Background: an optimization exercise with open tools, aiming at small area, a short achievable clock period and few clock cycles per item. Do not read the settings as production practice. At most, simulation tests tie the RTL to the original design; equivalence was not proved. Power is estimated from default activity; no workload was simulated.

## blue
==> flow/design.v (excerpt) <==
module stream_credit_flow_control
(
  input  logic        clk,
  input  logic        rst,
  input  logic        req_valid,
  output logic        req_ready,
  input  logic [2:0]  req_type,
  input  logic [31:0] req_amount,
  output logic        rsp_valid,
  input  logic        rsp_ready,
  output logic [1:0]  rsp_frame_kind,
  output logic [31:0] rsp_frame_length,
  output logic [2:0]  rsp_status,
  output logic        rsp_last,
  output logic [1:0]  rsp_session_state,
  input  logic        cfg_valid,
  output logic        cfg_ready,
  input  logic [1:0]  cfg_index,
  input  logic [31:0] cfg_data
);
  logic        keep, big, pop;
  logic        q_valid, q_big;
  logic [2:0]  q_type;
  logic        req_w, req_wu, q_w, q_wu, q_sin, sel_p, sel_c, drn_nx, ov_nx;
  logic [31:0] q_amount;
  scfc_front u_front (
    .req_valid  (req_valid),
    .req_type   (req_type),
    .req_amount (req_amount),
    .keep       (keep),
    .req_w      (req_w),
    .req_wu     (req_wu),
    .big        (big)
  );
  scfc_queue u_queue (
    .clk        (clk),
    .rst        (rst),
    .keep       (keep),
    .big        (big),
    .req_type   (req_type),
    .req_w      (req_w),
    .req_wu     (req_wu),
    .req_amount (req_amount),
    .pop        (pop),
    .drn_nx     (drn_nx),
    .ov_nx      (ov_nx),
    .rsp_ready  (rsp_ready),
    .req_ready  (req_ready),
    .q_valid    (q_valid),
    .q_type     (q_type),
    .q_w        (q_w),
    .q_wu       (q_wu),
    .q_sin      (q_sin),
  ...
Size: ~200 flip-flops, about 120 I/O pins.
export LEC_CHECK = 0
export CAP_MARGIN = 20
export CORE_MARGIN = 2
export CORE_UTILIZATION = 55
export CTS_CLUSTER_DIAMETER = 150
export CTS_CLUSTER_SIZE = 50
export SETUP_SLACK_MARGIN = 5.0
export SLEW_MARGIN = 20
create_clock -name core_clock -period 9.0 [get_ports {clk}]
standard.sh (not shown) runs the stock make flow with config.mk's settings and CLKGATE_MAP_FILE= SYNTH_SCRIPT=/design/flow/synth_recipe.tcl, a recipe that flattens the netlist after the stock synthesis.
==> flow/flow/run.sh <==
#!/bin/bash
# The standard layout, with the port buffers made from the smallest buffer cell.
set -euo pipefail
export BUFFER_PORTS_ARGS="-buffer_cell sky130_fd_sc_hd__buf_1"
bash standard.sh > standard.log 2>&1
diff inputs: blue => orange
--- a/flow/design.v
+++ b/flow/design.v
@@ -86,14 +86,12 @@
   input  logic        drn_nx,
   input  logic        ov_nx,
   input  logic        rsp_ready,
   output logic        req_ready,
   output logic        q_valid,
   output logic [2:0]  q_type,
-  output logic        q_w,
-  output logic        q_wu,
   output logic        q_sin,
   output logic        sel_p,
   output logic        sel_c,
   output logic        q_big,
   output logic [31:0] q_amount
 );
@@ -112,22 +110,20 @@
       q_valid <= keep;
     end
   end
   always_ff @(posedge clk) begin
     if (load) begin
       q_type   <= req_type;
-      q_w      <= req_w;
-      q_wu     <= req_wu;
       q_big    <= big;
       q_amount <= req_amount;
       q_sin    <= req_type[1] && !req_type[0];
     end
   end
   always_ff @(posedge clk) begin
-    sel_p <= !drn_nx && (load ? req_w  : q_w);
-    sel_c <= !drn_nx && (load ? req_wu : q_wu);
+    sel_p <= !drn_nx && (load ? req_w  : (q_type == 3'd0));
+    sel_c <= !drn_nx && (load ? req_wu : (q_type == 3'd2));
   end
 endmodule
 module scfc_back
 (
   input  logic        clk,
   input  logic        rst,
@@ -141,14 +137,12 @@
   output logic [31:0] rsp_frame_length,
   output logic [2:0]  rsp_status,
   output logic        rsp_last,
   output logic [1:0]  rsp_session_state,
   input  logic        q_valid,
   input  logic [2:0]  q_type,
-  input  logic        q_w,
-  input  logic        q_wu,
   input  logic        q_big,
   input  logic [31:0] q_amount,
   input  logic        q_sin,
   input  logic        sel_p,
   input  logic        sel_c,
   output logic        drn_nx,
@@ -420,13 +414,13 @@
   input  logic [1:0]  cfg_index,
   input  logic [31:0] cfg_data
 );
   logic        keep, big, pop;
   logic        q_valid, q_big;
   logic [2:0]  q_type;
-  logic        req_w, req_wu, q_w, q_wu, q_sin, sel_p, sel_c, drn_nx, ov_nx;
+  logic        req_w, req_wu, q_sin, sel_p, sel_c, drn_nx, ov_nx;
   logic [31:0] q_amount;
   scfc_front u_front (
     .req_valid  (req_valid),
     .req_type   (req_type),
     .req_amount (req_amount),
     .keep       (keep),
@@ -447,14 +441,12 @@
     .drn_nx     (drn_nx),
     .ov_nx      (ov_nx),
     .rsp_ready  (rsp_ready),
     .req_ready  (req_ready),
     .q_valid    (q_valid),
     .q_type     (q_type),
-    .q_w        (q_w),
-    .q_wu       (q_wu),
     .q_sin      (q_sin),
     .sel_p      (sel_p),
     .sel_c      (sel_c),
     .q_big      (q_big),
     .q_amount   (q_amount)
   );
@@ -471,14 +463,12 @@
     .rsp_frame_length  (rsp_frame_length),
     .rsp_status        (rsp_status),
     .rsp_last          (rsp_last),
     .rsp_session_state (rsp_session_state),
     .q_valid           (q_valid),
     .q_type            (q_type),
-    .q_w               (q_w),
-    .q_wu              (q_wu),
     .q_sin             (q_sin),
     .sel_p             (sel_p),
     .sel_c             (sel_c),
     .drn_nx            (drn_nx),
     .ov_nx             (ov_nx),
     .q_big             (q_big),
## What came out
Count of plain and timing-repair buffers in the layout for orange: 5 down relative to blue
[orange vs blue] number of vias in the routed layout: higher in orange
Compared with blue, orange shows a lower register-to-register slack.
Compared to blue, orange has post-detailed-route wirelength per cell 5.3% higher.
Re count of clock-net buffers in the final layout: orange is 2 down on blue.
Lower static leakage among blue and orange: orange
Testbench counts of orange, summed over its fixed seeds: cycles 7,795, items 3,200.
No functional check of the RTL was part of blue.

-- port drivers added, routing unchanged --
How much do the figures lean on ideal ports? The routed layouts below were timed once more, with nothing changed but the port constraints.
Step 1 sets driving cells, clkbuf_16 on the clock port and buf_2 on the other inputs (assumed; they add their load-dependent delay and slew).
Step 2 adds t to the input delays and takes it off the output delays; t is the mean of the earliest and latest rising clock arrival at the registers after step 1. Input paths then give back, and output paths get back, about the clock's delay inside the block.
Slacks: ideal ports / drivers / drivers and shift; pairs: ideal ports / drivers.
run	t, ns	setup slack, ns	worst setup path at the end	worst slew at a driven data input, ns
blue	0.512	5.049 / 5.029 / 4.690	input to register	0.04
orange	0.511	5.049 / 5.029 / 4.771	input to register	0.06
After both steps setup and hold are still met in every run listed. The setup slack of blue, which loses most, moves by -0.020 ns with the drivers and by -0.359 ns with both steps.
